This is an optimization exercise on Yosys and OpenROAD, whose aim is small area and a short achievable clock period, not a production implementation.
At most, simulation tests tie the RTL to the original design; equivalence was not proved.
Only the layout flow was run in runs 2 to 4 and 6; the RTL was not checked for function there.
Power is estimated from default activity; no workload was simulated.

**flow/run.sh**
```bash
#!/bin/bash
# The standard layout, with plain buf_1 cells as the port buffers instead of
# the delay cells buffer_ports picks by default. Every port still gets its
# own buffer.
set -euo pipefail
export BUFFER_PORTS_ARGS="-buffer_cell sky130_fd_sc_hd__buf_1"
export SETUP_SLACK_MARGIN=5
export SKIP_GATE_CLONING=1
bash standard.sh > standard_flow.log 2>&1
```
**standard.sh**
```bash
#!/bin/bash
# synth_recipe.tcl (not shown) runs the flow's synth.tcl, then flattens the netlist and writes it again
# the make line also repeats each setting of config.mk as NAME=value (left out here)
make -C /OpenROAD-flow-scripts/flow DESIGN_CONFIG=/design/flow/config.mk WORK_HOME=/design/flow/orfs CLKGATE_MAP_FILE= SYNTH_SCRIPT=/design/flow/synth_recipe.tcl "${@:-finish}"
```
**config.mk**
```make
export PLATFORM = sky130hd
export DESIGN_NAME = norm_rnd
export DESIGN_NICKNAME = norm_rnd
export VERILOG_FILES = /design/flow/design.v
export SDC_FILE = /design/flow/constraint.sdc
export NUM_CORES = 4
export LEC_CHECK = 0
export ABC_AREA = 0
export CAP_MARGIN = 20
export CORE_MARGIN = 2
export CORE_UTILIZATION = 40
export SLEW_MARGIN = 20
export SYNTH_HIERARCHICAL = 1
export SYNTH_MINIMUM_KEEP_SIZE = 0
export TNS_END_PERCENT = 100
```
**constraint.sdc**
```tcl
create_clock -name core_clock -period 14.0 [get_ports {clk}]
set_input_delay 2.8000 -clock core_clock [delete_from_list [all_inputs] [get_ports {clk}]]
set_output_delay 2.8000 -clock core_clock [all_outputs]
set_load 0.01 [all_outputs]
```
**design.v**
```verilog
`timescale 1ns/1ps
`default_nettype none
module lead_zero_count
(
    input  wire  [105:0] fract,
    output logic [6:0]   count
);
    logic [127:0] x;
    logic [63:0]  v1;  logic [63:0]  c1;    
    logic [31:0]  v2;  logic [63:0]  c2;    
    logic [15:0]  v3;  logic [47:0]  c3;    
    logic [7:0]   v4;  logic [31:0]  c4;    
    logic [3:0]   v5;  logic [19:0]  c5;    
    logic [1:0]   v6;  logic [11:0]  c6;    
    assign x = {fract, 1'b1, 21'b0};
    always_comb
    begin
        for (int i = 0; i < 64; i++)
        begin
            v1[i] = x[2*i+1] | x[2*i];
            c1[i] = ~x[2*i+1];
        end
        for (int i = 0; i < 32; i++)
        begin
            v2[i] = v1[2*i+1] | v1[2*i];
            c2[2*i+:2] = v1[2*i+1] ? {1'b0, c1[2*i+1]} : {1'b1, c1[2*i]};
        end
        for (int i = 0; i < 16; i++)
        begin
            v3[i] = v2[2*i+1] | v2[2*i];
            c3[3*i+:3] = v2[2*i+1] ? {1'b0, c2[2*(2*i+1)+:2]} : {1'b1, c2[2*(2*i)+:2]};
        end
        for (int i = 0; i < 8; i++)
        begin
            v4[i] = v3[2*i+1] | v3[2*i];
            c4[4*i+:4] = v3[2*i+1] ? {1'b0, c3[3*(2*i+1)+:3]} : {1'b1, c3[3*(2*i)+:3]};
        end
        for (int i = 0; i < 4; i++)
        begin
            v5[i] = v4[2*i+1] | v4[2*i];
            c5[5*i+:5] = v4[2*i+1] ? {1'b0, c4[4*(2*i+1)+:4]} : {1'b1, c4[4*(2*i)+:4]};
        end
        for (int i = 0; i < 2; i++)
        begin
            v6[i] = v5[2*i+1] | v5[2*i];
            c6[6*i+:6] = v5[2*i+1] ? {1'b0, c5[5*(2*i+1)+:5]} : {1'b1, c5[5*(2*i)+:5]};
        end
        count = v6[1] ? {1'b0, c6[11:6]} : {1'b1, c6[5:0]};
    end
endmodule
`default_nettype wire
`timescale 1ns/1ps
`default_nettype none
module normalizer
(
    input  wire  [105:0] fract_in,
    input  wire  [10:0]  exp_in,
    output logic [52:0]  trunc_n_out,  
    output logic         guard_n_out,  
    output logic         sticky_out,   
    output logic [10:0]  exp_out,      
    output logic [10:0]  exp_inc_out,  
    output logic         denorm_out,
    output logic         kill_out,     
    output logic         exp_ovf_out,  
    output logic         exp_top_out   
);
    logic [10:0]  e1;        
    logic [6:0]   lz;
    logic [6:0]   sh;        
    logic [6:0]   bit_gt;    
    logic         limited;   
    assign e1 = {exp_in[10:1], exp_in[0] | ~|exp_in[10:1]};
    lead_zero_count u_lzc
    (
        .fract (fract_in),
        .count (lz)
    );
    logic [6:0] bit_lt;      
    logic [7:0] gt_above;    
    logic [7:0] lt_above;
    always_comb
    begin
        for (int k = 0; k < 7; k++)
        begin
            bit_gt[k] = lz[k] & ~e1[k];
            bit_lt[k] = ~lz[k] & e1[k];
        end
        for (int k = 0; k <= 7; k++)
        begin
            gt_above[k] = 1'b0;
            lt_above[k] = |e1[10:7];
            for (int j = k; j < 7; j++)
            begin
                logic no_lt, no_gt;
                no_lt = 1'b1;
                no_gt = 1'b1;
                for (int i = j + 1; i < 7; i++)
                begin
                    no_lt = no_lt & ~bit_lt[i];
                    no_gt = no_gt & ~bit_gt[i];
                end
                gt_above[k] = gt_above[k] | (~|e1[10:7] & bit_gt[j] & no_lt);
                lt_above[k] = lt_above[k] | (bit_lt[j] & no_gt);
            end
        end
        for (int k = 0; k < 7; k++)
            sh[k] = lt_above[k+1] ? lz[k] : gt_above[k+1] ? e1[k] : (lz[k] & e1[k]);
        limited = gt_above[0];
    end
    logic [52:0] trunc_n;
    logic        guard_n;
    norm_shift u_shift
    (
        .fract     (fract_in),
        .sh        (sh),
        .sh_n      (~sh),
        .trunc_n   (trunc_n),
        .guard_n   (guard_n),
        .sticky    (sticky_out)
    );
    assign trunc_n_out = trunc_n;
    assign guard_n_out = guard_n;
    assign denorm_out  = limited;
    assign exp_out     = exp_in + 11'd1 - {4'b0, sh};
    assign exp_inc_out = exp_in + 11'd2 - {4'b0, sh};
    assign kill_out    = ~|exp_in & ~fract_in[105] & ~fract_in[104];
    assign exp_ovf_out = fract_in[105] & (&exp_in[10:1]);
    assign exp_top_out = (&exp_in[10:2]) &
                         ((fract_in[105] & (exp_in[1:0] == 2'd1 | exp_in[1:0] == 2'd2)) |
                          (~fract_in[105] & fract_in[104] & exp_in[1]) |
                          (fract_in[105:103] == 3'b001 & exp_in[1:0] == 2'd3));
endmodule
module norm_shift
(
    input  wire  [105:0] fract,
    input  wire  [6:0]   sh,
    input  wire  [6:0]   sh_n,
    output logic [52:0]  trunc_n,    
    output logic         guard_n,    
    output logic         sticky      
);
    logic [105:0] q6, q5, q4, q3, q2, q1, q0;    
    logic [5:0]   drop;
    shift_step #(.K(64), .LO(0),  .POS(1)) u_s6 (.d(fract), .s(sh[6]), .s_n(sh_n[6]), .q(q6));
    shift_step #(.K(32), .LO(21), .POS(0)) u_s5 (.d(q6),    .s(sh[5]), .s_n(sh_n[5]), .q(q5));
    shift_step #(.K(16), .LO(37), .POS(1)) u_s4 (.d(q5),    .s(sh[4]), .s_n(sh_n[4]), .q(q4));
    shift_step #(.K(8),  .LO(45), .POS(0)) u_s3 (.d(q4),    .s(sh[3]), .s_n(sh_n[3]), .q(q3));
    shift_step #(.K(4),  .LO(49), .POS(1)) u_s2 (.d(q3),    .s(sh[2]), .s_n(sh_n[2]), .q(q2));
    shift_step #(.K(2),  .LO(51), .POS(0)) u_s1 (.d(q2),    .s(sh[1]), .s_n(sh_n[1]), .q(q1));
    shift_step #(.K(1),  .LO(52), .POS(1)) u_s0 (.d(q1),    .s(sh[0]), .s_n(sh_n[0]), .q(q0));
    always_comb
    begin
        drop[5] = sh_n[5] & (~&q6[20:1] | (~q6[0] & |sh[4:0]));
        drop[4] = sh_n[4] & |q5[36:21];
        drop[3] = sh_n[3] & ~&q4[44:37];
        drop[2] = sh_n[2] & |q3[48:45];
        drop[1] = sh_n[1] & ~&q2[50:49];
        drop[0] = sh_n[0] & q1[51];
    end
    assign trunc_n = q0[105:53];
    assign guard_n = q0[52];
    assign sticky  = |drop;
endmodule
module shift_step
#(
    parameter int K   = 1,
    parameter int LO  = 0,
    parameter bit POS = 1'b1
)
(
    input  wire  [105:0] d,
    input  wire          s,
    input  wire          s_n,
    output logic [105:0] q
);
    always_comb
    begin
        for (int i = 0; i < 106; i++)
        begin
            if (i < LO)
                q[i] = 1'b0;
            else if (i >= 106 - K)
            begin
                if (i < K)
                    q[i] = ~d[i];
                else if (POS)
                    q[i] = ~(d[i] | (s & d[i-K]));
                else
                    q[i] = ~(d[i] & (s_n | d[i-K]));
            end
            else if (i >= K)
                q[i] = ~((d[i-K] | s_n) & (d[i] | s));
            else if (POS)
                q[i] = ~(d[i] & s_n);
            else
                q[i] = ~(d[i] | s);
        end
    end
endmodule
`default_nettype wire
`timescale 1ns/1ps
`default_nettype none
module rounder
(
    input  wire          clk,
    input  wire          reset,
    input  wire          sign,
    input  wire  [1:0]   r_mode,
    input  wire  [52:0]  in_trunc_n,   
    input  wire          in_guard_n,   
    input  wire          in_sticky,
    input  wire  [10:0]  in_exp,       
    input  wire  [10:0]  in_exp_inc,   
    input  wire          in_denorm,
    input  wire          in_kill,
    input  wire          in_exp_ovf,
    input  wire          in_exp_top,   
    output logic [52:0]  fract_out,
    output logic [10:0]  exp_out,
    output logic         dn_out,
    output logic         ine_out,
    output logic         overflow_out,
    output logic         infinite_out
);
    logic [52:0] in_trunc;
    logic        in_guard;
    logic        inexact;
    logic        round_inc;
    logic        carry;
    logic [52:0] fract_rnd;
    logic        overflow;
    logic        to_inf;
    logic [52:0] fract_next;
    logic [10:0] exp_next;
    assign in_trunc = ~in_trunc_n;
    assign in_guard = ~in_guard_n;
    assign inexact  = in_guard | in_sticky;
    always_comb
    begin
        case (r_mode)
            2'd0:    round_inc = in_guard & (in_sticky | in_trunc[0]);
            2'd1:    round_inc = 1'b0;
            2'd2:    round_inc = inexact & ~sign;
            default: round_inc = inexact & sign;
        endcase
    end
    logic [7*53-1:0] pre;
    logic [52:0]     all;
    always_comb
    begin
        pre[52:0] = in_trunc;
        for (int l = 1; l < 7; l++)
            for (int i = 0; i < 53; i++)
                if (((i >> (l - 1)) & 1) == 1)
                    pre[53*l + i] = pre[53*(l-1) + i] &
                                    pre[53*(l-1) + ((i >> (l - 1)) << (l - 1)) - 1];
                else
                    pre[53*l + i] = pre[53*(l-1) + i];
        all = pre[7*53-1:6*53];
    end
    assign carry     = round_inc & all[52];
    assign fract_rnd = (in_trunc ^ ({53{round_inc}} & {all[51:0], 1'b1})) | {carry, 52'b0};
    assign overflow = in_exp_ovf | (carry & in_exp_top);
    assign to_inf   = overflow & ((r_mode == 2'd0) | ((r_mode == 2'd2) & ~sign) |
                                  ((r_mode == 2'd3) & sign));
    always_comb
    begin
        if (to_inf | in_kill)
            fract_next = '0;
        else if (overflow)
            fract_next = '1;
        else
            fract_next = fract_rnd;
        if (to_inf)
            exp_next = 11'h7FF;
        else if (overflow)
            exp_next = 11'h7FE;
        else if (in_kill)
            exp_next = 11'd1;
        else
            exp_next = carry ? in_exp_inc : in_exp;
    end
    always_ff @(posedge clk)
    begin
        if (reset)
        begin
            fract_out    <= '0;
            exp_out      <= '0;
            dn_out       <= 1'b0;
            ine_out      <= 1'b0;
            overflow_out <= 1'b0;
            infinite_out <= 1'b0;
        end
        else
        begin
            fract_out    <= fract_next;
            exp_out      <= exp_next;
            dn_out       <= in_denorm;
            ine_out      <= (inexact & ~in_kill) | overflow;
            overflow_out <= overflow;
            infinite_out <= to_inf;
        end
    end
endmodule
`default_nettype wire
`timescale 1ns/1ps
`default_nettype none
module norm_rnd
(
    input  wire          clk,
    input  wire          reset,
    input  wire  [105:0] fract_in,
    input  wire  [10:0]  exp_in,
    input  wire          sign,
    input  wire  [1:0]   r_mode,
    output logic [52:0]  fract_out,
    output logic [10:0]  exp_out,
    output logic         dn_out,
    output logic         ine_out,
    output logic         overflow_out,
    output logic         infinite_out
);
    logic [52:0] nb_trunc_n;
    logic        nb_guard_n;
    logic        nb_sticky;
    logic [10:0] nb_exp;
    logic [10:0] nb_exp_inc;
    logic        nb_denorm;
    logic        nb_kill;
    logic        nb_exp_ovf;
    logic        nb_exp_top;
    normalizer u_normalizer
    (
        .fract_in    (fract_in),
        .exp_in      (exp_in),
        .trunc_n_out (nb_trunc_n),
        .guard_n_out (nb_guard_n),
        .sticky_out  (nb_sticky),
        .exp_out     (nb_exp),
        .exp_inc_out (nb_exp_inc),
        .denorm_out  (nb_denorm),
        .kill_out    (nb_kill),
        .exp_ovf_out (nb_exp_ovf),
        .exp_top_out (nb_exp_top)
    );
    rounder u_rounder
    (
        .clk          (clk),
        .reset        (reset),
        .sign         (sign),
        .r_mode       (r_mode),
        .in_trunc_n   (nb_trunc_n),
        .in_guard_n   (nb_guard_n),
        .in_sticky    (nb_sticky),
        .in_exp       (nb_exp),
        .in_exp_inc   (nb_exp_inc),
        .in_denorm    (nb_denorm),
        .in_kill      (nb_kill),
        .in_exp_ovf   (nb_exp_ovf),
        .in_exp_top   (nb_exp_top),
        .fract_out    (fract_out),
        .exp_out      (exp_out),
        .dn_out       (dn_out),
        .ine_out      (ine_out),
        .overflow_out (overflow_out),
        .infinite_out (infinite_out)
    );
endmodule
`default_nettype wire
```
==> results of run 1 <==
power groups by stage:
| stage | sequential, mW | combinational, mW | clock (mW) |
|---|---|---|---|
| finish | 0.217 | 0.310 | 0.232 |
| global route | 0.219 | 0.336 | 0.247 |
| CTS | 0.218 | 0.296 | 0.237 |
| detailed placement | 0.222 | 0.293 | 0 |
| global placement | 0.222 | 0.294 | 0 |
| floorplan | 0.233 | 0.190 | 0 |
layer usage:
metal  vias to the layer above  wire [um]  part of all wire [%]
li1                       5446          -                     -
met1                      5644      17100                    43
met2                       575      18100                    46
met3                        71       3240                   8.2
met4                         0       1110                   2.8
met5                         -          0                     0
registers in the layout (all words and copies together), names as in the netlist:
register                flops
u_rounder.ine_out           1
u_rounder.dn_out            1
u_rounder.infinite_out      1
u_rounder.fract_out        53
u_rounder.exp_out          11
u_rounder.overflow_out      1
timing repair:
item                                    in CTS  in global routing
endpoints found under the setup margin      66                 66
hold endpoints to repair                     0                  0
resized for setup                           23                 75
pin swaps                                    4                  6
setup buffers                                8                  7
hold buffers                                 0                  0
final timing paths:
check	startpoint	to	slack, ns	cells after the start
setup / recovery	fract_in[88]	u_rounder.fract_out[43]	5.20	26
hold / removal	reset	u_rounder.dn_out	2.77	2
area by class of cell:
class,instances,area (um2)
inverter,66,248
fill,2490,12600
clock inverter,5,58.8
sequential,68,1360
clock buffer,11,253
timing repair buffer,225,1170
tap,319,399
multi-input combinational,1092,7380
layout by cell type, fill, tap and decap left out, types with 14 or more instances in the layout:
cell type  instances
o21ai_0           49
nor2_1            76
ha_1              26
xnor2_1           21
xor2_1            17
nor4_1            28
nor3_1            27
o22ai_1          274
o22ai_2           35
nand2_1           85
buf_4             17
o21ai_1           45
o31ai_1           18
buf_1            187
a21oi_2           38
dfxtp_1           68
nand2b_1          14
a21oi_1          105
inv_1             63
nand3_1           20
metrics by stage:
step | hold slack, ns | util [%] | total power [mW]
floorplan | 2.87 | - | 0.422
global placement | 3.12 | 42.6 | 0.517
detailed placement | 3.11 | 42.6 | 0.515
CTS | 2.77 | 44.6 | 0.750
global route | 2.81 | 46.3 | 0.802
finish | 2.77 | 46.3 | 0.759
==> impl_metrics.ini, run 1 <==
[status]
status = finished clean

[clocking]
cts_inserted_buffers = 9
cts.sinks = 68
cts_tree = built
clock_path_buffers = 2
cts-htree-levels = 3
cts_root_buf = clkbuf_16
path_clk_slew_ns = 0.05

[yosys]
yosysWarnings = 17
syn-cell-area_um2 = 9580
syn_area_per_cell_um2 = 7.16
postSynthCellCount = 1338
synthesis.nets = 1488

[cells_and_area]
final_layout_size_suffix_gt1_share_pct = 13.7
finalInstanceArea_um2 = 10900
nets = 1612
layout.cells.non_filler = 1786
antenna_cells = 0
synthToLayoutAreaGrowth_pct = 13.4

[drt]
first_pass_iters = 6
wl_per_cell_um = 22.1
drt_iter0_markers = 1238
drc = 0
drt-total-wl_mm = 39.5
vias_per_cell = 6.57
ant_nets = 0
via_count = 11700

[global_route]
grt_pass1_vias = 10700
grtUsageMet2_pct = 48.1
grtUsageTotal_pct = 29.4
top_usage_layer = met2
grt_use_met3_pct = 4.78
grt.overflow.total = 0
grt_pass1_wl_mm = 59.7
grt_max_degree = 78
antenna_found_initial = 0
grtUsageMet1_pct = 39.5

[floorplan]
initial_utilization_pct = 40.8
rows = 56
die_w_um = 159
die_h_um = 159
ioPinCount = 190
coreArea_um2 = 23500
dieArea_um2 = 25200

[sta]
tightest_slew_ns = 0.782
fin_crit_ns = 8.80
finalMaxSlewViolations = 0
fin_setup_tns_ns = 0
max_freq_ghz = 0.114
hold_violations = 0
layout_setup_ws_ns = 5.20
period_share_pct = 62.9
rsz0062_at_grt = false
slew-limit-headroom_pct = 47.5
setup_viol = 0

[placed_design]
postPlaceCellArea_um2 = 10000
io_buffer_count = 189
hpwl_mm = 30.9
gp_congestion = 0.994
dp.cells = 1755
pre_cts_ws_ns = 3.94

[setup_path]
cp_common_cell = o22ai_1
crit_arrival_ns = 9.05
crit_type = primary input to flop
end_kind = flop
max_stage_delay_ns = 0.61
critPathSlowestCell = or4_4
cp_num_buf_inv = 5
start_kind = primary input
crit_fanout = 53
worst_ep_required_time_ns = 14.24
critPathTopFamily = simple AND/OR/NAND/NOR gates

[power]
p_per_area_nw_per_um2 = 69.9
p_leak_nw = 3.85
p_sw_mw = 0.288
vdd_drop_max_uv = 48.0
combPwrFrac_pct = 40.8
swShare_pct = 37.9
p_clk_share_pct = 30.5
internal_power_mw = 0.472
power_frac_seq_pct = 28.6

[job]
drv_cap = 0

[hold_path]
hold_class = primary input to flop
==> run 2, diff against run 1 <==
--- a/design.v
+++ b/design.v
@@ -59,7 +59,6 @@
     output logic         guard_n_out,  
     output logic         sticky_out,   
     output logic [10:0]  exp_out,      
-    output logic [10:0]  exp_inc_out,  
     output logic         denorm_out,
     output logic         kill_out,     
     output logic         exp_ovf_out,  
@@ -123,7 +122,6 @@
     assign guard_n_out = guard_n;
     assign denorm_out  = limited;
     assign exp_out     = exp_in + 11'd1 - {4'b0, sh};
-    assign exp_inc_out = exp_in + 11'd2 - {4'b0, sh};
     assign kill_out    = ~|exp_in & ~fract_in[105] & ~fract_in[104];
     assign exp_ovf_out = fract_in[105] & (&exp_in[10:1]);
     assign exp_top_out = (&exp_in[10:2]) &
@@ -211,7 +209,6 @@
     input  wire          in_guard_n,   
     input  wire          in_sticky,
     input  wire  [10:0]  in_exp,       
-    input  wire  [10:0]  in_exp_inc,   
     input  wire          in_denorm,
     input  wire          in_kill,
     input  wire          in_exp_ovf,
@@ -279,7 +276,7 @@
         else if (in_kill)
             exp_next = 11'd1;
         else
-            exp_next = carry ? in_exp_inc : in_exp;
+            exp_next = carry ? in_exp + 11'd1 : in_exp;
     end
     always_ff @(posedge clk)
     begin
@@ -325,7 +322,6 @@
     logic        nb_guard_n;
     logic        nb_sticky;
     logic [10:0] nb_exp;
-    logic [10:0] nb_exp_inc;
     logic        nb_denorm;
     logic        nb_kill;
     logic        nb_exp_ovf;
@@ -338,7 +334,6 @@
         .guard_n_out (nb_guard_n),
         .sticky_out  (nb_sticky),
         .exp_out     (nb_exp),
-        .exp_inc_out (nb_exp_inc),
         .denorm_out  (nb_denorm),
         .kill_out    (nb_kill),
         .exp_ovf_out (nb_exp_ovf),
@@ -354,7 +349,6 @@
         .in_guard_n   (nb_guard_n),
         .in_sticky    (nb_sticky),
         .in_exp       (nb_exp),
-        .in_exp_inc   (nb_exp_inc),
         .in_denorm    (nb_denorm),
         .in_kill      (nb_kill),
         .in_exp_ovf   (nb_exp_ovf),
--- a/config.mk
+++ b/config.mk
@@ -8,7 +8,7 @@
 export ABC_AREA = 0
 export CAP_MARGIN = 20
 export CORE_MARGIN = 2
-export CORE_UTILIZATION = 40
+export CORE_UTILIZATION = 30
 export SLEW_MARGIN = 20
 export SYNTH_HIERARCHICAL = 1
 export SYNTH_MINIMUM_KEEP_SIZE = 0
==> run 2 against run 1 <==
  * Via count barely moved
  * Cell count rose by 6.3%
  * Largest power group unchanged
  * Final area rose by 7.9%
  * First-iteration DRC count fell by 21%
  * Still clean on timing, DRC and antenna
  * Critical path type unchanged
  * Clock power fell by 13%
  * Synthesized cell count barely moved
  * Power fell by 0.79%
  * Combinational power rose by 6.8%
  * Global-route usage fell by 6.1 points
  * Critical endpoint is now u_rounder.fract_out[27]
  * Sequential share of layout area fell by 0.92 points
  * Sequential power barely moved
  * Highest routed layer unchanged
==> impl_metrics.ini, run 2 <==
[placed_design]
dp.cells = 1838
hpwl_mm = 31.6
gp_congestion = 0.987
io_buffer_count = 189
pre_cts_ws_ns = 3.32
postPlaceCellArea_um2 = 10000

[drt]
vias_per_cell = 6.18
ant_nets = 0
drt_iter0_markers = 981
wl_per_cell_um = 21.9
via_count = 11700
drt-total-wl_mm = 41.5
drc = 0
first_pass_iters = 7

[sta]
setup_viol = 0
layout_setup_ws_ns = 5.14
fin_crit_ns = 8.86
max_freq_ghz = 0.113
tightest_slew_ns = 0.884
finalMaxSlewViolations = 0
whs_ns = 2.81
period_share_pct = 63.3
hold_violations = 0
fin_setup_tns_ns = 0
slew-limit-headroom_pct = 39.6
rsz0062_at_grt = false

[power]
p_leak_nw = 3.96
combPwrFrac_pct = 44.0
finalPower_mw = 0.753
p_clk_share_pct = 26.9
p_sw_mw = 0.296
power_frac_seq_pct = 29.2
vdd_drop_max_uv = 62.6
p_per_area_nw_per_um2 = 64.3
internal_power_mw = 0.457
swShare_pct = 39.3

[clocking]
cts_root_buf = clkbuf_16
hold_buffers = 0
cts_tree = built
cts.sinks = 68
clock_path_buffers = 2
cts-htree-levels = 3
cts_inserted_buffers = 9
path_clk_slew_ns = 0.06

[setup_path]
end_kind = flop
crit_type = primary input to flop
cp-startpoint = fract_in[100]
crit_arrival_ns = 9.11
start_kind = primary input
worst_ep_required_time_ns = 14.25
crit_fanout = 12

[cells_and_area]
synthToLayoutAreaGrowth_pct = 22.8
final_core_util_pct = 37.3
top_register = u_rounder.fract_out
largest_reg_flops = 53
finalInstanceArea_um2 = 11700
layout_commonest_cell = o22ai_1
layout_common_cells = o22ai_1 (235), buf_1 (184), a21oi_1 (101), nor2_1 (83), nand2_1 (78)
layout.cells.non_filler = 1898
reg_top3 = u_rounder.fract_out: 53 flops, u_rounder.exp_out: 11 flops
nets = 1640
antenna_cells = 0
final_layout_size_suffix_gt1_share_pct = 19.1

[yosys]
syn-cell-area_um2 = 9550
synthesis.nets = 1488
postSynthCellCount = 1339
yosysWarnings = 17
syn_area_per_cell_um2 = 7.13

[hold_path]
hold_class = primary input to flop
min_to = u_rounder.dn_out
worstHoldStart = reset
whs_path_depth = 2

[floorplan]
rows = 65
ioPinCount = 190
initial_utilization_pct = 30.3
dieArea_um2 = 33300
coreArea_um2 = 31500
die_w_um = 182
die_h_um = 182

[global_route]
antenna_found_initial = 0
grt_pass1_wl_mm = 61.5
grt_max_degree = 78
grt_pass1_vias = 11000
grtUsageTotal_pct = 23.2
grt.overflow.total = 0

[status]
status = finished clean

[job]
drv_cap = 0
run 2: how the worst max path moves through the flow:
| stage | end | slack [ns] |
|---|---|---|
| 4_1_cts | u_rounder.fract_out[43] | 5.01 |
| 6_report | u_rounder.fract_out[27] | 5.14 |
| 2_1_floorplan | u_rounder.fract_out[21] | 5.40 |
| 3_3_place_gp | u_rounder.fract_out[49] | 3.49 |
| 5_1_grt | u_rounder.fract_out[51] | 4.97 |
| 3_5_place_dp | u_rounder.fract_out[49] | 3.32 |
run 2: cell type report:
cell class,count,area [um2]
sequential,68,1360
fill,3317,19700
inverter,62,244
clock inverter,4,25.0
multi-input combinational,1097,7880
timing repair buffer,253,1470
clock buffer,12,246
tap,402,503
run 2: repair_timing:
| item | 4_1_cts | 5_1_grt |
|---|---|---|
| resized for setup | 98 | 92 |
| buffers inserted | 16 | 28 |
| pin swaps | 5 | 27 |
| endpoints found under the setup margin | 67 | 67 |
run 2: layer usage:
layer | routed length, um | part of all wire [%] | GRT usage [%] | vias up
li1 | - | - | - | 5568
met1 | 17900 | 43 | 29.7 | 5617
met2 | 20000 | 48 | 40.8 | 461
met3 | 2530 | 6.1 | 3.37 | 81
met4 | 1130 | 2.7 | 6.03 | 0
met5 | 0 | 0 | 0 | -
run 2: critical path, cell delays in order:
cell       delay, ns
buf_1           0.15
or4_4           0.61
nand4bb_4       0.28
nand2b_4        0.21
nor3_4          0.12
buf_6           0.15
o311ai_1        0.11
o32a_2          0.46
nand2b_1        0.17
maj3_1          0.35
or3_1           0.32
o21ai_2         0.10
o32a_1          0.23
buf_12          0.16
o22ai_1         0.09
or4_4           0.57
or4_4           0.53
or4_4           0.57
nor3_4          0.19
buf_6           0.15
a21oi_4         0.08
buf_12          0.19
nand2b_4        0.17
buf_6           0.18
a21oi_1         0.12
run 2: power groups by stage:
stage | Clock, mW | Sequential [mW] | Combinational (mW)
final | 0.202 | 0.220 | 0.331
after global routing | 0.218 | 0.222 | 0.358
after CTS | 0.208 | 0.220 | 0.309
after detailed placement | 0 | 0.224 | 0.297
after global placement | 0 | 0.224 | 0.297
after floorplan | 0 | 0.233 | 0.190
==> run 3, diff against run 2 <==
--- a/design.v
+++ b/design.v
@@ -59,6 +59,7 @@
     output logic         guard_n_out,  
     output logic         sticky_out,   
     output logic [10:0]  exp_out,      
+    output logic [10:0]  exp_inc_out,  
     output logic         denorm_out,
     output logic         kill_out,     
     output logic         exp_ovf_out,  
@@ -67,7 +68,6 @@
     logic [10:0]  e1;        
     logic [6:0]   lz;
     logic [6:0]   sh;        
-    logic [6:0]   bit_gt;    
     logic         limited;   
     assign e1 = {exp_in[10:1], exp_in[0] | ~|exp_in[10:1]};
     lead_zero_count u_lzc
@@ -75,6 +75,47 @@
         .fract (fract_in),
         .count (lz)
     );
+    logic [6:0] sh_n;
+    shift_amount u_amount
+    (
+        .lz      (lz),
+        .e1      (e1),
+        .sh      (sh),
+        .sh_n    (sh_n),
+        .limited (limited)
+    );
+    logic [52:0] trunc_n;
+    logic        guard_n;
+    norm_shift u_shift
+    (
+        .fract     (fract_in),
+        .sh        (sh),
+        .sh_n      (sh_n),
+        .trunc_n   (trunc_n),
+        .guard_n   (guard_n),
+        .sticky    (sticky_out)
+    );
+    assign trunc_n_out = trunc_n;
+    assign guard_n_out = guard_n;
+    assign denorm_out  = limited;
+    assign exp_out     = exp_in + 11'd1 - {4'b0, sh};
+    assign exp_inc_out = exp_in + 11'd2 - {4'b0, sh};
+    assign kill_out    = ~|exp_in & ~fract_in[105] & ~fract_in[104];
+    assign exp_ovf_out = fract_in[105] & (&exp_in[10:1]);
+    assign exp_top_out = (&exp_in[10:2]) &
+                         ((fract_in[105] & (exp_in[1:0] == 2'd1 | exp_in[1:0] == 2'd2)) |
+                          (~fract_in[105] & fract_in[104] & exp_in[1]) |
+                          (fract_in[105:103] == 3'b001 & exp_in[1:0] == 2'd3));
+endmodule
+module shift_amount
+(
+    input  wire  [6:0]  lz,
+    input  wire  [10:0] e1,
+    output logic [6:0]  sh,
+    output logic [6:0]  sh_n,
+    output logic        limited
+);
+    logic [6:0] bit_gt;      
     logic [6:0] bit_lt;      
     logic [7:0] gt_above;    
     logic [7:0] lt_above;
@@ -107,27 +148,7 @@
             sh[k] = lt_above[k+1] ? lz[k] : gt_above[k+1] ? e1[k] : (lz[k] & e1[k]);
         limited = gt_above[0];
     end
-    logic [52:0] trunc_n;
-    logic        guard_n;
-    norm_shift u_shift
-    (
-        .fract     (fract_in),
-        .sh        (sh),
-        .sh_n      (~sh),
-        .trunc_n   (trunc_n),
-        .guard_n   (guard_n),
-        .sticky    (sticky_out)
-    );
-    assign trunc_n_out = trunc_n;
-    assign guard_n_out = guard_n;
-    assign denorm_out  = limited;
-    assign exp_out     = exp_in + 11'd1 - {4'b0, sh};
-    assign kill_out    = ~|exp_in & ~fract_in[105] & ~fract_in[104];
-    assign exp_ovf_out = fract_in[105] & (&exp_in[10:1]);
-    assign exp_top_out = (&exp_in[10:2]) &
-                         ((fract_in[105] & (exp_in[1:0] == 2'd1 | exp_in[1:0] == 2'd2)) |
-                          (~fract_in[105] & fract_in[104] & exp_in[1]) |
-                          (fract_in[105:103] == 3'b001 & exp_in[1:0] == 2'd3));
+    assign sh_n = ~sh;
 endmodule
 module norm_shift
 (
@@ -209,6 +230,7 @@
     input  wire          in_guard_n,   
     input  wire          in_sticky,
     input  wire  [10:0]  in_exp,       
+    input  wire  [10:0]  in_exp_inc,   
     input  wire          in_denorm,
     input  wire          in_kill,
     input  wire          in_exp_ovf,
@@ -276,7 +298,7 @@
         else if (in_kill)
             exp_next = 11'd1;
         else
-            exp_next = carry ? in_exp + 11'd1 : in_exp;
+            exp_next = carry ? in_exp_inc : in_exp;
     end
     always_ff @(posedge clk)
     begin
@@ -322,6 +344,7 @@
     logic        nb_guard_n;
     logic        nb_sticky;
     logic [10:0] nb_exp;
+    logic [10:0] nb_exp_inc;
     logic        nb_denorm;
     logic        nb_kill;
     logic        nb_exp_ovf;
@@ -334,6 +357,7 @@
         .guard_n_out (nb_guard_n),
         .sticky_out  (nb_sticky),
         .exp_out     (nb_exp),
+        .exp_inc_out (nb_exp_inc),
         .denorm_out  (nb_denorm),
         .kill_out    (nb_kill),
         .exp_ovf_out (nb_exp_ovf),
@@ -349,6 +373,7 @@
         .in_guard_n   (nb_guard_n),
         .in_sticky    (nb_sticky),
         .in_exp       (nb_exp),
+        .in_exp_inc   (nb_exp_inc),
         .in_denorm    (nb_denorm),
         .in_kill      (nb_kill),
         .in_exp_ovf   (nb_exp_ovf),
==> run 3 against run 2 <==
  * Via count is 2.2% higher
  * Die area is 1.6% higher
  * Utilization is 1.7 points higher
  * Maximum frequency is 0.11% lower
  * Flip-flop and latch count stayed put
  * Clock-buffer cell count is 2 lower
  * Still clean on timing, DRC and antenna
  * Combinational power is 3% lower
  * Highest routed layer is now met5
  * Hold slack better by 0.10 ns
  * Global-route usage is 0.44 points lower
  * Final area is 5.5% higher
  * Non-clock buffer count is 23 higher
==> impl_metrics.ini, run 3 <==
[clocking]
clock_path_buffers = 2
cts_tree = built
hold_buffers = 0
cts_root_buf = clkbuf_16
cts_inserted_buffers = 9
cts-htree-levels = 3
cts.sinks = 68
path_clk_slew_ns = 0.05

[hold_path]
hold_class = primary input to flop
whs_path_depth = 2
worstHoldStart = reset

[cells_and_area]
largest_reg_flops = 53
layout_common_cells = o22ai_1 (217), buf_1 (181), a21oi_1 (113), inv_1 (79), nand2_1 (76)
layout_commonest_cell = o22ai_1
antenna_cells = 0
fillers = 3337
final_layout_size_suffix_gt1_share_pct = 23.4
layout.cells.non_filler = 1926
synthToLayoutAreaGrowth_pct = 27.4
reg_top3 = u_rounder.fract_out: 53 flops, u_rounder.exp_out: 11 flops
top_register = u_rounder.fract_out
nets = 1671

[power]
internal_power_mw = 0.453
swShare_pct = 39.4
p_per_area_nw_per_um2 = 60.4
power_frac_seq_pct = 29.1
p_clk_share_pct = 27.9
vdd_drop_max_uv = 60.9
p_leak_nw = 4.39
combPwrFrac_pct = 43.1
p_sw_mw = 0.294

[status]
status = finished clean

[global_route]
grt_max_degree = 76
grt_pass1_vias = 10800
grtUsageTotal_pct = 22.8
grt_pass1_wl_mm = 60.7
grt.overflow.total = 0
antenna_found_initial = 1

[sta]
period_share_pct = 63.4
finalMaxSlewViolations = 0
setup_viol = 0
slew-limit-headroom_pct = 43.6
rsz0062_at_grt = false
tightest_slew_ns = 0.825
fin_setup_tns_ns = 0
fin_crit_ns = 8.87
hold_violations = 0
max_freq_ghz = 0.113

[drt]
first_pass_iters = 5
ant_nets = 0
vias_per_cell = 6.22
drc = 0
via_count = 12000
drt-total-wl_mm = 42.8
drt_iter0_markers = 1054
wl_per_cell_um = 22.2

[setup_path]
cp_num_cells = 25
critPathSlowestCell = or4_4
cp_num_buf_inv = 4
end_kind = flop
start_kind = primary input
max_stage_delay_ns = 0.56
cp-startpoint = fract_in[25]
critPathTopFamily = simple AND/OR/NAND/NOR gates
crit_fanout = 54
crit_type = primary input to flop
crit_arrival_ns = 9.11
worst_ep_required_time_ns = 14.24
endpoint = u_rounder.fract_out[48]

[placed_design]
hpwl_mm = 31.6
gp_congestion = 1.07
io_buffer_count = 189
dp.cells = 1840

[yosys]
syn_area_per_cell_um2 = 7.20
syn-cell-area_um2 = 9700
synthesis.nets = 1499
postSynthCellCount = 1347
yosysWarnings = 17

[floorplan]
dieArea_um2 = 33800
rows = 65
die_h_um = 184
die_w_um = 184
initial_utilization_pct = 30.6
ioPinCount = 190
coreArea_um2 = 31700

[job]
drv_cap = 0
run 3: worst min path at each step:
stage,endpoint,slack [ns]
6_report,u_rounder.ine_out,2.91
5_1_grt,u_rounder.ine_out,2.93
4_1_cts,u_rounder.exp_out[0],2.91
3_5_place_dp,exp_out[9],3.19
3_3_place_gp,fract_out[2],3.19
2_1_floorplan,u_rounder.ine_out,2.87
run 3: layer usage:
metal,GRT usage [%],routed length (um),vias up
met5,0,15,-
met1,28.8,17400,5710
met2,39.2,20500,570
li1,-,-,5575
met3,4.73,3320,132
met4,6.02,1470,2
run 3: final cells by class:
cell class | count | area [um2] | share of cell area [%]
clock inverters | 6 | 38.8 | 0.314
well taps | 402 | 503 | 4.07
repair buffers | 276 | 1720 | 13.9
flip-flops and latches | 68 | 1360 | 11.0
inverters | 81 | 335 | 2.71
multi-input cells | 1083 | 8160 | 66.0
clock buffers | 10 | 239 | 1.93
run 3: through the flow:
step / utilization, % / instance area, um2 / power (mW) / setup slack [ns] / hold WS, ns
6_report: 39.0 / 12400 / 0.747 / 5.13 / 2.91
5_1_grt: 39.0 / 12400 / 0.788 / 4.92 / 2.93
4_1_cts: 34.7 / 11000 / 0.717 / 5.00 / 2.91
3_5_place_dp: 31.9 / 10100 / 0.498 / 2.87 / 3.19
3_3_place_gp: 31.9 / 10100 / 0.498 / 2.99 / 3.19
2_1_floorplan: - / 9700 / 0.404 / 5.20 / 2.87
run 3: repair_timing:
item,CTS,global route
setup buffers,14,56
pin swaps,10,46
gates resized for setup,99,147
setup endpoints to repair,67,67
gates cloned,0,0
run 3: power groups by stage:
stage / Combinational, mW / Sequential, mW / Clock, mW
2_1_floorplan: 0.174 / 0.230 / 0
3_3_place_gp: 0.277 / 0.222 / 0
3_5_place_dp: 0.277 / 0.222 / 0
4_1_cts: 0.287 / 0.218 / 0.212
5_1_grt: 0.346 / 0.219 / 0.223
6_report: 0.322 / 0.217 / 0.208
==> run 4, diff against run 3 <==
--- a/design.v
+++ b/design.v
@@ -68,6 +68,7 @@
     logic [10:0]  e1;        
     logic [6:0]   lz;
     logic [6:0]   sh;        
+    logic [6:0]   bit_gt;    
     logic         limited;   
     assign e1 = {exp_in[10:1], exp_in[0] | ~|exp_in[10:1]};
     lead_zero_count u_lzc
@@ -75,47 +76,6 @@
         .fract (fract_in),
         .count (lz)
     );
-    logic [6:0] sh_n;
-    shift_amount u_amount
-    (
-        .lz      (lz),
-        .e1      (e1),
-        .sh      (sh),
-        .sh_n    (sh_n),
-        .limited (limited)
-    );
-    logic [52:0] trunc_n;
-    logic        guard_n;
-    norm_shift u_shift
-    (
-        .fract     (fract_in),
-        .sh        (sh),
-        .sh_n      (sh_n),
-        .trunc_n   (trunc_n),
-        .guard_n   (guard_n),
-        .sticky    (sticky_out)
-    );
-    assign trunc_n_out = trunc_n;
-    assign guard_n_out = guard_n;
-    assign denorm_out  = limited;
-    assign exp_out     = exp_in + 11'd1 - {4'b0, sh};
-    assign exp_inc_out = exp_in + 11'd2 - {4'b0, sh};
-    assign kill_out    = ~|exp_in & ~fract_in[105] & ~fract_in[104];
-    assign exp_ovf_out = fract_in[105] & (&exp_in[10:1]);
-    assign exp_top_out = (&exp_in[10:2]) &
-                         ((fract_in[105] & (exp_in[1:0] == 2'd1 | exp_in[1:0] == 2'd2)) |
-                          (~fract_in[105] & fract_in[104] & exp_in[1]) |
-                          (fract_in[105:103] == 3'b001 & exp_in[1:0] == 2'd3));
-endmodule
-module shift_amount
-(
-    input  wire  [6:0]  lz,
-    input  wire  [10:0] e1,
-    output logic [6:0]  sh,
-    output logic [6:0]  sh_n,
-    output logic        limited
-);
-    logic [6:0] bit_gt;      
     logic [6:0] bit_lt;      
     logic [7:0] gt_above;    
     logic [7:0] lt_above;
@@ -148,7 +108,28 @@
             sh[k] = lt_above[k+1] ? lz[k] : gt_above[k+1] ? e1[k] : (lz[k] & e1[k]);
         limited = gt_above[0];
     end
-    assign sh_n = ~sh;
+    logic [52:0] trunc_n;
+    logic        guard_n;
+    norm_shift u_shift
+    (
+        .fract     (fract_in),
+        .sh        (sh),
+        .sh_n      (~sh),
+        .trunc_n   (trunc_n),
+        .guard_n   (guard_n),
+        .sticky    (sticky_out)
+    );
+    assign trunc_n_out = trunc_n;
+    assign guard_n_out = guard_n;
+    assign denorm_out  = limited;
+    assign exp_out     = exp_in + 11'd1 - {4'b0, sh};
+    assign exp_inc_out = exp_in + 11'd2 - {4'b0, sh};
+    assign kill_out    = ~|exp_in & ~fract_in[105] & ~fract_in[104];
+    assign exp_ovf_out = fract_in[105] & (&exp_in[10:1]);
+    assign exp_top_out = (&exp_in[10:2]) &
+                         ((fract_in[105] & (exp_in[1:0] == 2'd1 | exp_in[1:0] == 2'd2)) |
+                          (~fract_in[105] & fract_in[104] & exp_in[1]) |
+                          (fract_in[105:103] == 3'b001 & exp_in[1:0] == 2'd3));
 endmodule
 module norm_shift
 (
@@ -264,22 +245,16 @@
             default: round_inc = inexact & sign;
         endcase
     end
-    logic [7*53-1:0] pre;
-    logic [52:0]     all;
-    always_comb
-    begin
-        pre[52:0] = in_trunc;
-        for (int l = 1; l < 7; l++)
-            for (int i = 0; i < 53; i++)
-                if (((i >> (l - 1)) & 1) == 1)
-                    pre[53*l + i] = pre[53*(l-1) + i] &
-                                    pre[53*(l-1) + ((i >> (l - 1)) << (l - 1)) - 1];
-                else
-                    pre[53*l + i] = pre[53*(l-1) + i];
-        all = pre[7*53-1:6*53];
-    end
-    assign carry     = round_inc & all[52];
-    assign fract_rnd = (in_trunc ^ ({53{round_inc}} & {all[51:0], 1'b1})) | {carry, 52'b0};
+    logic [52:0] trunc_up;    
+    logic        all_ones;    
+    incr53 u_incr
+    (
+        .a        (in_trunc),
+        .sum      (trunc_up),
+        .all_ones (all_ones)
+    );
+    assign carry     = round_inc & all_ones;
+    assign fract_rnd = round_inc ? (trunc_up | {all_ones, 52'b0}) : in_trunc;
     assign overflow = in_exp_ovf | (carry & in_exp_top);
     assign to_inf   = overflow & ((r_mode == 2'd0) | ((r_mode == 2'd2) & ~sign) |
                                   ((r_mode == 2'd3) & sign));
@@ -322,6 +297,29 @@
         end
     end
 endmodule
+module incr53
+(
+    input  wire  [52:0] a,
+    output logic [52:0] sum,
+    output logic        all_ones
+);
+    logic [7*53-1:0] pre;
+    logic [52:0]     all;
+    always_comb
+    begin
+        pre[52:0] = a;
+        for (int l = 1; l < 7; l++)
+            for (int i = 0; i < 53; i++)
+                if (((i >> (l - 1)) & 1) == 1)
+                    pre[53*l + i] = pre[53*(l-1) + i] &
+                                    pre[53*(l-1) + ((i >> (l - 1)) << (l - 1)) - 1];
+                else
+                    pre[53*l + i] = pre[53*(l-1) + i];
+        all = pre[7*53-1:6*53];
+    end
+    assign sum      = a ^ {all[51:0], 1'b1};
+    assign all_ones = all[52];
+endmodule
 `default_nettype wire
 `timescale 1ns/1ps
 `default_nettype none
==> run 4 against run 3 <==
  * Clock power increased by 9%
  * Wire length is 6.9% higher
  * Via count up 8.4%
  * First-iteration DRC count grew 24%
  * Combinational power rose by 27%
  * Maximum frequency about the same
  * Largest cell class unchanged
  * Critical path depth grew 2
  * Cell count increased by 8.4%
  * Die area is 8.0% higher
  * Synthesized area grew 8.2%
  * Utilization fell by 1.7 points
==> impl_metrics.ini, run 4 <==
[global_route]
grt_max_degree = 78
grt.overflow.total = 0
grt_pass1_wl_mm = 67.1
grtUsageTotal_pct = 23.2
antenna_found_initial = 0
grt_pass1_vias = 11800

[floorplan]
ioPinCount = 190
dieArea_um2 = 36500
die_h_um = 191
die_w_um = 191
coreArea_um2 = 34500
rows = 68
initial_utilization_pct = 30.5

[clocking]
cts-htree-levels = 3
cts_inserted_buffers = 9
clock_path_buffers = 2
cts_root_buf = clkbuf_16
hold_buffers = 0
cts.sinks = 68
cts_tree = built
path_clk_slew_ns = 0.05

[sta]
finalMaxSlewViolations = 0
slew-limit-headroom_pct = 44.9
fin_crit_ns = 8.87
rsz0062_at_grt = true
max_freq_ghz = 0.113
hold_violations = 0
tightest_slew_ns = 0.820
setup_viol = 0
fin_setup_tns_ns = 0
whs_ns = 2.89
period_share_pct = 63.4

[setup_path]
cp_num_buf_inv = 5
cp_common_cell = o22ai_1
end_kind = flop
critPathTopFamily = simple AND/OR/NAND/NOR gates
crit_type = primary input to flop
crit_arrival_ns = 9.07
crit_fanout = 54
start_kind = primary input
critPathSlowestCell = or4_4
worst_ep_required_time_ns = 14.20
max_stage_delay_ns = 0.62

[cells_and_area]
synthToLayoutAreaGrowth_pct = 22.5
reg_top3 = u_rounder.fract_out: 53 flops, u_rounder.exp_out: 11 flops
nets = 1778
fillers = 3671
final_layout_size_suffix_gt1_share_pct = 19.4
layout_common_cells = a21oi_1 (229), o22ai_1 (213), buf_1 (188), inv_1 (112), o22ai_2 (81)
layout_commonest_cell = a21oi_1
multiInputGateArea_um2 = 8670
antenna_cells = 0
seq_area_um2 = 1360
final_core_util_pct = 37.3
largest_reg_flops = 53
top_register = u_rounder.fract_out

[power]
p_sw_mw = 0.354
power_frac_seq_pct = 26.2
p_clk_share_pct = 26.3
p_per_area_nw_per_um2 = 66.8
combPwrFrac_pct = 47.5
swShare_pct = 41.2
vdd_drop_max_uv = 58.8
p_leak_nw = 4.63
finalPower_mw = 0.859
internal_power_mw = 0.505

[drt]
via_count = 13000
drt_iter0_markers = 1302
first_pass_iters = 6
vias_per_cell = 6.23
drc = 0
drt-total-wl_mm = 45.7
wl_per_cell_um = 21.9
ant_nets = 0

[placed_design]
hpwl_mm = 34.1
gp_congestion = 1.02
io_buffer_count = 189

[hold_path]
hold_class = primary input to flop

[yosys]
synthesis.nets = 1646
yosysWarnings = 18
syn_area_per_cell_um2 = 7.02
postSynthCellCount = 1495
syn-cell-area_um2 = 10500

[job]
drv_cap = 0

[status]
status = finished clean
==> run 4: area by class of cell <==
class                      instances  share of cell area (%)
clock buffer                      12                    1.92
multi-input combinational       1179                    67.5
inverter                         120                    3.59
clock inverter                     4                   0.380
tap                              455                    4.43
timing repair buffer             249                    11.6
sequential                        68                    10.6
==> run 4: worst paths after layout <==
path,startpoint,to,cells past startpoint
worst max-delay path,fract_in[32],u_rounder.fract_out[52],27
worst min-delay path,reset,u_rounder.exp_out[0],3
==> run 4: stage by stage <==
step	area (um2)	setup WS (ns)	instances
global placement	11000	2.51	2033
CTS	12000	5.00	2065
global route	12900	4.93	2087
detailed placement	11000	2.37	2033
finish	12900	5.13	2087
floorplan	10500	5.50	1495
==> run 4: timing repair <==
action                     in CTS  in global routing
buffers inserted               16                 22
pin swaps                       6                 21
setup endpoints to repair      67                 67
gates resized for setup        86                132
==> run 4: power by group through the flow <==
stage / registers (mW) / logic [mW] / clock network (mW)
after global routing: 0.228 / 0.442 / 0.243
after floorplan: 0.240 / 0.244 / 0
final: 0.225 / 0.408 / 0.226
after CTS: 0.226 / 0.381 / 0.234
after detailed placement: 0.230 / 0.370 / 0
after global placement: 0.230 / 0.369 / 0
==> run 4: per-layer routing <==
layer | routed length (um) | track usage, %
met5 | 0 | 0
met4 | 1360 | 7.01
met3 | 3430 | 4.39
met2 | 21400 | 39.3
met1 | 19500 | 29.7
==> run 4: tightest hold or removal path, cell delays in order <==
cell and delay, ns:
buf_1 0.06, buf_4 0.25, a2111oi_2 0.06
==> run 5, diff against run 4 <==
--- a/design.v
+++ b/design.v
@@ -245,16 +245,22 @@
             default: round_inc = inexact & sign;
         endcase
     end
-    logic [52:0] trunc_up;    
-    logic        all_ones;    
-    incr53 u_incr
-    (
-        .a        (in_trunc),
-        .sum      (trunc_up),
-        .all_ones (all_ones)
-    );
-    assign carry     = round_inc & all_ones;
-    assign fract_rnd = round_inc ? (trunc_up | {all_ones, 52'b0}) : in_trunc;
+    logic [7*53-1:0] pre;
+    logic [52:0]     all;
+    always_comb
+    begin
+        pre[52:0] = in_trunc;
+        for (int l = 1; l < 7; l++)
+            for (int i = 0; i < 53; i++)
+                if (((i >> (l - 1)) & 1) == 1)
+                    pre[53*l + i] = pre[53*(l-1) + i] &
+                                    pre[53*(l-1) + ((i >> (l - 1)) << (l - 1)) - 1];
+                else
+                    pre[53*l + i] = pre[53*(l-1) + i];
+        all = pre[7*53-1:6*53];
+    end
+    assign carry     = round_inc & all[52];
+    assign fract_rnd = (in_trunc ^ ({53{round_inc}} & {all[51:0], 1'b1})) | {carry, 52'b0};
     assign overflow = in_exp_ovf | (carry & in_exp_top);
     assign to_inf   = overflow & ((r_mode == 2'd0) | ((r_mode == 2'd2) & ~sign) |
                                   ((r_mode == 2'd3) & sign));
@@ -297,29 +303,6 @@
         end
     end
 endmodule
-module incr53
-(
-    input  wire  [52:0] a,
-    output logic [52:0] sum,
-    output logic        all_ones
-);
-    logic [7*53-1:0] pre;
-    logic [52:0]     all;
-    always_comb
-    begin
-        pre[52:0] = a;
-        for (int l = 1; l < 7; l++)
-            for (int i = 0; i < 53; i++)
-                if (((i >> (l - 1)) & 1) == 1)
-                    pre[53*l + i] = pre[53*(l-1) + i] &
-                                    pre[53*(l-1) + ((i >> (l - 1)) << (l - 1)) - 1];
-                else
-                    pre[53*l + i] = pre[53*(l-1) + i];
-        all = pre[7*53-1:6*53];
-    end
-    assign sum      = a ^ {all[51:0], 1'b1};
-    assign all_ones = all[52];
-endmodule
 `default_nettype wire
 `timescale 1ns/1ps
 `default_nettype none
==> flow/run.sh (replaced) <==
#!/bin/bash
# The standard layout (standard.sh, synthesis through finish), with three
# ORFS settings passed through the environment:
# - every port still gets its own buffer, but a plain buf_1 instead of the
#   delay cell that buffer_ports picks by default;
# - timing repair aims for 5 ns of setup slack (a 9 ns period);
# - timing repair does not clone gates.
# standard.sh's output goes to standard_flow.log here; ORFS keeps each step's
# own log under orfs/logs.
set -euo pipefail
export BUFFER_PORTS_ARGS="-buffer_cell sky130_fd_sc_hd__buf_1"
export SETUP_SLACK_MARGIN=5
export SKIP_GATE_CLONING=1
bash standard.sh > standard_flow.log 2>&1
==> run 5 against run 4 <==
  * Non-clock buffer count decreased by 21
  * Clock power increased by 8%
  * Wire length decreased by 12%
  * Via count decreased by 11%
  * Synthesized area decreased by 8.7%
  * Cell count decreased by 10%
  * Utilization decreased by 2.5 points
  * Critical path depth decreased by 2
  * Clock-buffer cell count increased by 1
  * Final area decreased by 15%
  * Highest routed layer unchanged
  * Combinational power decreased by 25%
==> impl_metrics.ini, run 5 <==
[status]
status = finished clean

[setup_path]
crit_fanout = 43
end_kind = flop
crit_type = primary input to flop
crit_arrival_ns = 9.01
start_kind = primary input
worst_ep_required_time_ns = 14.20

[global_route]
grtUsageTotal_pct = 23.0
grt_pass1_wl_mm = 60.8
grt.overflow.total = 0
grt_max_degree = 78
grt_pass1_vias = 10600
antenna_found_initial = 0

[clocking]
cts-htree-levels = 3
cts_root_buf = clkbuf_16
cts.sinks = 68
cts_tree = built
clock_path_buffers = 2
path_clk_slew_ns = 0.05
cts_inserted_buffers = 9
hold_buffers = 0

[floorplan]
rows = 65
dieArea_um2 = 33400
die_w_um = 183
initial_utilization_pct = 30.4
coreArea_um2 = 31500
die_h_um = 183
ioPinCount = 190

[placed_design]
io_buffer_count = 189
postPlaceCellArea_um2 = 10100
gp_congestion = 1.01
hpwl_mm = 32.0

[cells_and_area]
largest_reg_flops = 53
top_register = u_rounder.fract_out
nets = 1615
reg_top3 = u_rounder.fract_out: 53 flops, u_rounder.exp_out: 11 flops
final_layout_size_suffix_gt1_share_pct = 13.7
synthToLayoutAreaGrowth_pct = 14.3
antenna_cells = 0
finalInstanceArea_um2 = 11000
layout_commonest_cell = o22ai_1
layout_common_cells = o22ai_1 (279), buf_1 (187), a21oi_1 (104), nand2_1 (85), nor2_1 (77)

[power]
vdd_drop_max_uv = 54.5
finalPower_mw = 0.771
p_leak_nw = 3.83
p_per_area_nw_per_um2 = 70.4

[sta]
rsz0062_at_grt = true
period_share_pct = 62.9
fin_crit_ns = 8.81
finalMaxSlewViolations = 0
fin_setup_tns_ns = 0
max_freq_ghz = 0.113
tightest_slew_ns = 0.912
hold_violations = 0
slew-limit-headroom_pct = 37.6
setup_viol = 0

[yosys]
synthesis.nets = 1488
syn-cell-area_um2 = 9580
postSynthCellCount = 1338
yosysWarnings = 17
syn_area_per_cell_um2 = 7.16

[hold_path]
min_to = u_rounder.ine_out
whs_path_depth = 2
hold_class = primary input to flop
worstHoldStart = reset

[drt]
first_pass_iters = 5
via_count = 11600
drt_iter0_markers = 1136
drc = 0
vias_per_cell = 6.20
ant_nets = 0
drt-total-wl_mm = 40.3
wl_per_cell_um = 21.5

[job]
drv_cap = 0
[run 5: routing by layer]
layer	global-route usage, %	vias to the layer above	share of wire (%)
met5	0	-	0
met4	6.03	0	2.5
met3	2.71	69	7.0
met2	39.1	536	48
met1	30.6	5554	43
li1	-	5443	-
[run 5: layout make-up]
| class | instances | area, um2 |
|---|---|---|
| fillers | 3443 | 20500 |
| multi-input cells | 1092 | 7380 |
| flip-flops and latches | 68 | 1360 |
| repair buffers | 228 | 1120 |
| well taps | 402 | 503 |
| clock buffers | 13 | 260 |
| inverters | 66 | 256 |
| clock inverters | 3 | 68.8 |
[run 5: through the flow]
stage	hold slack [ns]	utilization [%]	worst slack [ns]	std cells
after detailed placement	3.19	32.0	2.97	1834
after global routing	2.85	34.8	4.92	1872
after floorplan	2.87	-	5.90	1338
final	2.83	34.8	5.19	1872
after global placement	3.19	32.0	3.12	1834
after CTS	2.84	33.8	5.03	1855
[run 5: worst max-delay path by stage]
stage | startpoint | end | slack [ns] | cells past startpoint
floorplan | fract_in[100] | u_rounder.fract_out[9] | 5.90 | 25
CTS | fract_in[101] | u_rounder.exp_out[10] | 5.03 | 25
global placement | fract_in[20] | u_rounder.fract_out[43] | 3.12 | 26
finish | fract_in[104] | u_rounder.exp_out[10] | 5.19 | 25
global route | fract_in[20] | u_rounder.exp_out[10] | 4.92 | 27
detailed placement | fract_in[20] | u_rounder.fract_out[39] | 2.97 | 26
[run 5: worst max-delay path: stages]
cell,delay [ns]
buf_2,0.16
or4_4,0.61
nand4bb_4,0.28
nand2b_4,0.21
nor3_4,0.11
buf_4,0.18
buf_4,0.14
o21ai_2,0.05
buf_4,0.27
inv_6,0.43
a21oi_2,0.15
o22ai_1,0.35
o22ai_1,0.24
o22ai_1,0.27
o22ai_1,0.15
o22ai_1,0.24
o22ai_1,0.18
nor4_2,0.41
nand4b_1,0.27
nor4b_2,0.38
nand3_2,0.26
nor2_1,0.16
buf_4,0.27
mux2i_1,0.29
o21ai_1,0.09
[run 5: what timing repair did]
action | CTS | global route
endpoints found under the setup margin | 67 | 66
buffers inserted | 5 | 17
pin swaps | 1 | 5
resized for setup | 46 | 36
[run 5: report_power, final]
| part | switching, mW | internal, mW |
|---|---|---|
| logic | 0.199 | 0.108 |
| clock network | 0.0794 | 0.166 |
| registers | 0.00553 | 0.213 |
| total | 0.284 | 0.488 |
==> run 6, diff against run 5 <==
--- a/design.v
+++ b/design.v
@@ -69,6 +69,7 @@
     logic [6:0]   lz;
     logic [6:0]   sh;        
     logic [6:0]   bit_gt;    
+    logic [6:0]   bit_eq;    
     logic         limited;   
     assign e1 = {exp_in[10:1], exp_in[0] | ~|exp_in[10:1]};
     lead_zero_count u_lzc
@@ -76,7 +77,6 @@
         .fract (fract_in),
         .count (lz)
     );
-    logic [6:0] bit_lt;      
     logic [7:0] gt_above;    
     logic [7:0] lt_above;
     always_comb
@@ -84,7 +84,7 @@
         for (int k = 0; k < 7; k++)
         begin
             bit_gt[k] = lz[k] & ~e1[k];
-            bit_lt[k] = ~lz[k] & e1[k];
+            bit_eq[k] = lz[k] ~^ e1[k];
         end
         for (int k = 0; k <= 7; k++)
         begin
@@ -92,16 +92,12 @@
             lt_above[k] = |e1[10:7];
             for (int j = k; j < 7; j++)
             begin
-                logic no_lt, no_gt;
-                no_lt = 1'b1;
-                no_gt = 1'b1;
+                logic above_eq;
+                above_eq = 1'b1;
                 for (int i = j + 1; i < 7; i++)
-                begin
-                    no_lt = no_lt & ~bit_lt[i];
-                    no_gt = no_gt & ~bit_gt[i];
-                end
-                gt_above[k] = gt_above[k] | (~|e1[10:7] & bit_gt[j] & no_lt);
-                lt_above[k] = lt_above[k] | (bit_lt[j] & no_gt);
+                    above_eq = above_eq & bit_eq[i];
+                gt_above[k] = gt_above[k] | (~|e1[10:7] & bit_gt[j] & above_eq);
+                lt_above[k] = lt_above[k] | (~lz[j] & e1[j] & above_eq);
             end
         end
         for (int k = 0; k < 7; k++)
@@ -122,8 +118,8 @@
     assign trunc_n_out = trunc_n;
     assign guard_n_out = guard_n;
     assign denorm_out  = limited;
-    assign exp_out     = exp_in + 11'd1 - {4'b0, sh};
-    assign exp_inc_out = exp_in + 11'd2 - {4'b0, sh};
+    assign exp_out     = limited ? 11'd1 : exp_in + 11'd1 - {4'b0, lz};
+    assign exp_inc_out = limited ? 11'd2 : exp_in + 11'd2 - {4'b0, lz};
     assign kill_out    = ~|exp_in & ~fract_in[105] & ~fract_in[104];
     assign exp_ovf_out = fract_in[105] & (&exp_in[10:1]);
     assign exp_top_out = (&exp_in[10:2]) &
==> flow/run.sh (replaced) <==
#!/bin/bash
# The standard layout, with plain buf_1 cells as the port buffers instead of
# the delay cells buffer_ports picks by default. Every port still gets its
# own buffer.
set -euo pipefail
export BUFFER_PORTS_ARGS="-buffer_cell sky130_fd_sc_hd__buf_1"
export SETUP_SLACK_MARGIN=4.5
bash standard.sh > standard_flow.log 2>&1
==> run 6 against run 5 <==
  * Via count fell by 0.59%
  * Cell count rose by 3.6%
  * Hold slack got worse by 0.039 ns
  * Die area rose by 3.0%
  * Clock-buffer cell count fell by 4
  * Worst setup slack got worse by 0.41 ns
  * Synthesized cell count rose by 3.0%
  * Flip-flop and latch count did not move
  * Critical endpoint is now u_rounder.fract_out[29]
  * Largest cell class unchanged
  * Largest power group unchanged
  * Highest routed layer unchanged
==> impl_metrics.ini, run 6 <==
[global_route]
grt_max_degree = 78
antenna_found_initial = 0
grt_pass1_wl_mm = 59.9
grtUsageTotal_pct = 22.4
grt.overflow.total = 0
grt_pass1_vias = 10400

[sta]
rsz0062_at_grt = true
whs_ns = 2.79
fin_crit_ns = 9.22
fin_setup_tns_ns = 0
slew-limit-headroom_pct = 37.5
period_share_pct = 65.9
finalMaxSlewViolations = 0
tightest_slew_ns = 0.914
max_freq_ghz = 0.108
setup_viol = 0
hold_violations = 0

[clocking]
hold_buffers = 0
path_clk_slew_ns = 0.05
cts.sinks = 68
clock_path_buffers = 2
cts_inserted_buffers = 9
cts_root_buf = clkbuf_16
cts_tree = built
cts-htree-levels = 3

[cells_and_area]
nets = 1658
largest_reg_flops = 53
layout_common_cells = o22ai_1 (277), buf_1 (189), a21oi_1 (106), nand2_1 (86), nor2_1 (86)
antenna_cells = 0
multiInputGateArea_um2 = 7590
final_core_util_pct = 34.5
final_layout_size_suffix_gt1_share_pct = 12.5
top_register = u_rounder.fract_out
reg_top3 = u_rounder.fract_out: 53 flops, u_rounder.exp_out: 11 flops
seq_area_um2 = 1360
fillers = 3671
synthToLayoutAreaGrowth_pct = 13.3
layout_commonest_cell = o22ai_1

[floorplan]
coreArea_um2 = 32500
die_w_um = 185
die_h_um = 185
initial_utilization_pct = 30.4
dieArea_um2 = 34400
ioPinCount = 190
rows = 66

[job]
drv_cap = 0

[setup_path]
end_kind = flop
worst_ep_required_time_ns = 14.28
critPathTopFamily = simple AND/OR/NAND/NOR gates
start_kind = primary input
crit_type = primary input to flop
crit_fanout = 38
crit_arrival_ns = 9.50
critPathSlowestCell = or4_4
max_stage_delay_ns = 0.64
cp_common_cell = o22ai_1
cp_num_buf_inv = 7

[yosys]
postSynthCellCount = 1378
syn_area_per_cell_um2 = 7.17
synthesis.nets = 1543
syn-cell-area_um2 = 9880
yosysWarnings = 17

[drt]
drc = 0
ant_nets = 0
vias_per_cell = 5.94
first_pass_iters = 7
drt-total-wl_mm = 40.5
wl_per_cell_um = 20.9
drt_iter0_markers = 891
via_count = 11500

[placed_design]
gp_congestion = 1.05
io_buffer_count = 189
hpwl_mm = 33.1

[hold_path]
hold_class = primary input to flop

[power]
vdd_drop_max_uv = 56.7
p_per_area_nw_per_um2 = 69.9
p_leak_nw = 3.98

[status]
status = finished clean
[run 6: final cells by class]
type | count | area share, %
flip-flops and latches | 68 | 12.2
repair buffers | 218 | 9.69
inverters | 78 | 2.63
clock inverters | 7 | 0.816
well taps | 442 | 4.94
multi-input cells | 1118 | 67.8
clock buffers | 9 | 2.01
[run 6: power breakdown]
group          internal [mW]  switching (mW)  total (mW)
registers              0.214         0.00493       0.219
logic                  0.116           0.212       0.328
clock network          0.155          0.0816       0.236
total                  0.484           0.298       0.783
[run 6: final timing paths]
check,startpoint,end,cells after the start
worst min-delay path,reset,u_rounder.ine_out,2
worst max-delay path,fract_in[104],u_rounder.fract_out[29],28
[run 6: layer usage]
metal  wire [um]  track usage, %  vias to the layer above
met5           0               0                        -
met4        1720            9.65                        0
met3        2200            2.03                       76
met2       17500            35.0                      465
met1       19100            31.3                     5429
li1            -               -                     5563
[run 6: stage by stage]
stage                     cell area (um2)  std cells  worst slack [ns]  total power, mW
after floorplan                      9880       1378              5.57            0.438
after global placement              10400       1913              3.15            0.537
after detailed placement            10400       1913              3.23            0.537
final                               11200       1940              4.78            0.783
after CTS                           10900       1932              4.51            0.779
after global routing                11200       1940              4.44            0.828
[run 6: repair_timing]
item	in CTS	in global routing
hold endpoints to repair	0	0
setup buffers	3	5
cloned	0	3
setup endpoints to repair	67	66
gates resized for setup	24	43
pin swaps	1	4

==> afterwards: timing with drivers on the ports <==
Ports are ideal in the flow. The routed layouts listed here were re-timed in OpenROAD.
Step 1, drivers: a clkbuf_16 drives clk and a buf_2 each remaining input, both assumed.
Step 2, shift: input delay + t, output delay - t, t = (earliest + latest rising clock arrival at the registers) / 2. This alone moves slack from input paths to output paths.
a / b / c = no drivers / after step 1 / after step 2; a / b = the first two.
run | shift t [ns] | setup slack, ns | clock arrival spread, ns | pins driven straight from the clock port
run 1 | 0.387 | 5.197 / 5.225 / 4.839 | 0.007 / 0.007 | 1
run 2 | 0.353 | 5.136 / 5.152 / 4.799 | 0.010 / 0.010 | 1
run 3 | 0.361 | 5.127 / 5.143 / 4.782 | 0.012 / 0.012 | 1
run 4 | 0.385 | 5.127 / 5.152 / 4.768 | 0.009 / 0.009 | 1
run 5 | 0.375 | 5.188 / 5.214 / 4.839 | 0.006 / 0.006 | 1
run 6 | 0.376 | 4.777 / 4.800 / 4.424 | 0.011 / 0.012 | 1
After both steps every run listed still meets setup and hold. For run 4, which loses most, drivers alone change the setup slack by +0.025 ns; drivers and shift together by -0.359 ns.
